What follows belongs to an exercise in optimizing a design on an open flow for small area; a production flow would make more cautious choices. The RTL was checked by simulation tests, not by an equivalence proof against the original design. Power figures rest on the tool's default switching activity, not on a simulated workload.

Setup of P:
## usb_data_buffer
module usb_data_buffer
#(
  parameter int DEPTH     = usb_pkg::BUFFER_DEPTH,
  parameter int OCC_WIDTH = $clog2(DEPTH) + 1
) (
  input  logic                 clk,
  input  logic                 rst,
  input  logic                 Clear,
  input  logic                 Store_Host_Data,
  input  logic                 Get_Host_Data,
  input  logic [1:0]           Host_Size,
  input  logic [31:0]          Host_Data_In,
  output logic [31:0]          Host_Data_Out,
  input  logic                 Store_RX_Packet_Data,
  input  logic [7:0]           RX_Packet_Data,
  input  logic                 Get_TX_Packet_Data,
  output logic [7:0]           TX_Packet_Data,
  output logic [OCC_WIDTH-1:0] Buffer_Occupancy,
  output logic                 Buffer_Error
);
For scale: roughly 530 flip-flops, roughly 97 I/O pins.
Settings: LEC_CHECK=0, ABC_AREA=1, CAP_MARGIN=20, CORE_MARGIN=2, CORE_UTILIZATION=30, CTS_BUF_LIST=sky130_fd_sc_hd__clkbuf_4, SLEW_MARGIN=20; clock period 10.0 ns.
run.sh (not shown) runs the stock make flow with config.mk's settings and CLKGATE_MAP_FILE= SYNTH_SCRIPT=/design/flow/synth_recipe.tcl, a recipe that flattens the netlist after the stock synthesis.
P | stages: all done | timing, DRC, antenna: all pass
> inputs changed (P -> Q)
# P
export LEC_CHECK = 0
export ABC_AREA = 1
export CAP_MARGIN = 20
export CORE_MARGIN = 2
export CORE_UTILIZATION = 30
export CTS_BUF_LIST = sky130_fd_sc_hd__clkbuf_4
export SLEW_MARGIN = 20
create_clock -name core_clock -period 10.0 [get_ports {clk}]
# Q
export LEC_CHECK = 0
export ABC_AREA = 1
export CAP_MARGIN = 20
export CORE_MARGIN = 2
export CORE_UTILIZATION = 30
export CTS_BUF_LIST = sky130_fd_sc_hd__clkbuf_2
export SLEW_MARGIN = 20
create_clock -name core_clock -period 10.0 [get_ports {clk}]
Higher worst path setup slack after routing was reported by P, not Q.
Q against P: utilization after layout lower, initial antenna violation count roughly the same, power lower.
In terms of wire length, P and Q differ only marginally.
Max shortest period the worst path allows across P and Q: Q
Final design instance area without fill for Q: 2.3% down relative to P
A path type of the worst setup path of in2reg is what P shows, while reg2out belongs to Q.
Edits applied to the flow inputs when going from Q to R:
# Q
export LEC_CHECK = 0
export ABC_AREA = 1
export CAP_MARGIN = 20
export CORE_MARGIN = 2
export CORE_UTILIZATION = 30
export CTS_BUF_LIST = sky130_fd_sc_hd__clkbuf_2
export SLEW_MARGIN = 20
create_clock -name core_clock -period 10.0 [get_ports {clk}]
# R
export LEC_CHECK = 0
export ABC_AREA = 1
export CAP_MARGIN = 20
export CORE_MARGIN = 2
export CORE_UTILIZATION = 60
export SLEW_MARGIN = 20
create_clock -name core_clock -period 10.0 [get_ports {clk}]
==> flow/flow/run.sh (new file) <==
#!/bin/bash
# Standard synthesis, then an area re-map of its combinational logic (the
# registers stay exactly as the standard synthesis made them), then the
# standard layout steps with one small buffer on every port.
set -euo pipefail
R=orfs/results/sky130hd/usb_data_buffer/base
L=orfs/logs/sky130hd/usb_data_buffer/base
LIB=$FLOW_HOME/platforms/sky130hd/lib/sky130_fd_sc_hd__tt_025C_1v80.lib

bash standard.sh synth > synth_standard.log 2>&1
cp $R/1_2_yosys.v synth_standard.v

DU=$(grep -o -- "-dont_use [^ ]*" $L/1_2_yosys.log | sort -u | tr '\n' ' ')
SEQ=$(grep -o "sky130_fd_sc_hd__[a-z0-9_]*" synth_standard.v | sort -u | grep -E "__(e|s)?df|__dl" | sed 's/^/=/' | tr '\n' ' ')
sed -e "s#@LIB@#$LIB#g" -e "s#@DU@#$DU#" -e "s#@SEQ@#$SEQ#" \
    -e "s#@IN@#synth_standard.v#" -e "s#@OUT@#$R/1_2_yosys.v#" \
    -e "s#@SCRIPT@#flow/area.abc#" -e "s#@STAT@#remap_stat.txt#" flow/remap.ys > remap_run.ys
yosys -s remap_run.ys > remap.log 2>&1
rm -f $R/1_synth.odb
bash standard.sh synth > synth_odb.log 2>&1

export CTS_ARGS="-sink_clustering_enable -repair_clock_nets -dont_use_dummy_load -buf_list sky130_fd_sc_hd__clkbuf_8 -sink_clustering_size 16 -sink_clustering_max_diameter 40"
export BUFFER_PORTS_ARGS="-buffer_cell sky130_fd_sc_hd__buf_1"
bash standard.sh ${FLOW_LOCAL_TARGET:-finish} > layout.log 2>&1
==> flow/flow/area.abc (new file) <==
strash
&get -n
&deepsyn -T 120
&put
dch -f
amap -F 4 -A 8 -C 1000
strash
dch -f
amap -F 4 -A 8 -C 1000
topo
==> flow/flow/remap.ys (new file) <==
# Re-map the combinational logic of the standard synthesis netlist for area.
# The registers (every flip-flop instance, with its name and cell type) are
# kept as they are; only the logic between them is re-mapped by ABC.
read_liberty -overwrite -setattr liberty_cell -unit_delay -wb -ignore_miss_func -ignore_buses @LIB@
read_verilog -noautowire @IN@
hierarchy -top usb_data_buffer
setattr -mod -set keep_hierarchy 1 @SEQ@
flatten -wb
delete t:$specify2 t:$specify3 t:$scopeinfo
opt_clean -purge
opt -fast
abc -script @SCRIPT@ -liberty @LIB@ @DU@
opt_clean -purge
hilomap -singleton -hicell sky130_fd_sc_hd__conb_1 HI -locell sky130_fd_sc_hd__conb_1 LO
insbuf -buf sky130_fd_sc_hd__buf_1 A X
splitnets
opt_clean -purge
rename -hide w:* i:* o:* %u %d
read_liberty -overwrite -setattr liberty_cell -lib @LIB@
hierarchy -top usb_data_buffer
check -assert
tee -o @STAT@ stat -liberty @LIB@
write_verilog -noattr -nohex -nodec @OUT@
==> flow/standard.sh (new file) <==
#!/bin/bash
# synth_recipe.tcl (not shown) runs the flow's synth.tcl, then flattens the netlist and writes it again
# the make line also repeats each setting of config.mk as NAME=value (left out here)
make -C /OpenROAD-flow-scripts/flow DESIGN_CONFIG=/design/flow/config.mk WORK_HOME=/design/flow/orfs CLKGATE_MAP_FILE= SYNTH_SCRIPT=/design/flow/synth_recipe.tcl "${@:-finish}"
removed: flow/run.sh
Results
- R vs. Q: number of global-route vias before repair went down, number of placement rows lost 34%, clock transition at the register clock pins on the worst setup and hold paths after CTS saw a decrease, wire length of the first global-routing pass saw a decrease, power has decreased.
- Of R and Q, it is R that has the lower data-path buffer share of cell area in the final layout.
- R gives more number of stages on the worst setup path than Q did.
- Route | R vs Q | wire shorter in R
- Sort Q and R by worst setup slack desc -> top: Q
For S, these inputs were changed with respect to R:
# R
export LEC_CHECK = 0
export ABC_AREA = 1
export CAP_MARGIN = 20
export CORE_MARGIN = 2
export CORE_UTILIZATION = 60
export SLEW_MARGIN = 20
create_clock -name core_clock -period 10.0 [get_ports {clk}]
# S
export LEC_CHECK = 0
export ABC_AREA = 1
export CAP_MARGIN = 20
export CORE_MARGIN = 2
export CORE_UTILIZATION = 75
export GPL_TIMING_DRIVEN = 0
export SLEW_MARGIN = 5
create_clock -name core_clock -period 10.0 [get_ports {clk}]
--- a/flow/flow/remap.ys
+++ b/flow/flow/remap.ys
@@ -13,2 +13,19 @@
 opt_clean -purge
+# free upsizing: the stronger cell of the same area
+chtype -map sky130_fd_sc_hd__o21ai_0 sky130_fd_sc_hd__o21ai_1 t:sky130_fd_sc_hd__o21ai_0
+chtype -map sky130_fd_sc_hd__a21boi_0 sky130_fd_sc_hd__a21boi_1 t:sky130_fd_sc_hd__a21boi_0
+chtype -map sky130_fd_sc_hd__and2_0 sky130_fd_sc_hd__and2_1 t:sky130_fd_sc_hd__and2_0
+chtype -map sky130_fd_sc_hd__or2_0 sky130_fd_sc_hd__or2_2 t:sky130_fd_sc_hd__or2_0
+chtype -map sky130_fd_sc_hd__or2_1 sky130_fd_sc_hd__or2_2 t:sky130_fd_sc_hd__or2_1
+chtype -map sky130_fd_sc_hd__inv_1 sky130_fd_sc_hd__inv_2 t:sky130_fd_sc_hd__inv_1
+chtype -map sky130_fd_sc_hd__mux2_1 sky130_fd_sc_hd__mux2_2 t:sky130_fd_sc_hd__mux2_1
+chtype -map sky130_fd_sc_hd__o311ai_0 sky130_fd_sc_hd__o311ai_1 t:sky130_fd_sc_hd__o311ai_0
+chtype -map sky130_fd_sc_hd__a21bo_1 sky130_fd_sc_hd__a21bo_2 t:sky130_fd_sc_hd__a21bo_1
+chtype -map sky130_fd_sc_hd__a31o_1 sky130_fd_sc_hd__a31o_2 t:sky130_fd_sc_hd__a31o_1
+chtype -map sky130_fd_sc_hd__and4bb_1 sky130_fd_sc_hd__and4bb_2 t:sky130_fd_sc_hd__and4bb_1
+chtype -map sky130_fd_sc_hd__o211a_1 sky130_fd_sc_hd__o211a_2 t:sky130_fd_sc_hd__o211a_1
+chtype -map sky130_fd_sc_hd__o21ba_1 sky130_fd_sc_hd__o21ba_2 t:sky130_fd_sc_hd__o21ba_1
+chtype -map sky130_fd_sc_hd__o221a_1 sky130_fd_sc_hd__o221a_2 t:sky130_fd_sc_hd__o221a_1
+chtype -map sky130_fd_sc_hd__or3b_1 sky130_fd_sc_hd__or3b_2 t:sky130_fd_sc_hd__or3b_1
+chtype -map sky130_fd_sc_hd__or4b_1 sky130_fd_sc_hd__or4b_2 t:sky130_fd_sc_hd__or4b_1
 hilomap -singleton -hicell sky130_fd_sc_hd__conb_1 HI -locell sky130_fd_sc_hd__conb_1 LO
[summary]
S ends up with a cell area after placement that is 200 sq um lower than in R. Against R, die extent in x in S fell by more than 10%. S: met2 demand-to-capacity share in global routing higher than R. Diff R -> S | leakage component of the power | up slightly. Met2 wire length: S vs R down about 10%.

-- static timing again, ports no longer ideal --
No port has a modelled driver above. Below, the same layouts with a new extraction and two added sets of constraints.
Step 1 assumes that a clkbuf_16 drives the clock port and a buf_2 every other input.
Step 2, shift: input delay + t, output delay - t, t = (earliest + latest rising clock arrival at the registers) / 2. This alone moves slack from input paths to output paths.
Three values: no drivers, after step 1, after step 2; two values: the first two.
run	shift t [ns]	setup WS [ns]	slew at the worst register clock pin (ns)
P	1.012	2.943 / 2.971 / 1.959	0.07 / 0.07
Q	1.342	2.921 / 2.865 / 1.943	0.11 / 0.11
R	0.699	2.187 / 2.218 / 1.520	0.10 / 0.10
S	0.611	1.700 / 1.651 / 1.736	0.10 / 0.10
After both steps every run listed still meets setup and hold. The setup slack of P, which loses most, moves by +0.028 ns with the drivers and by -0.984 ns with both steps.
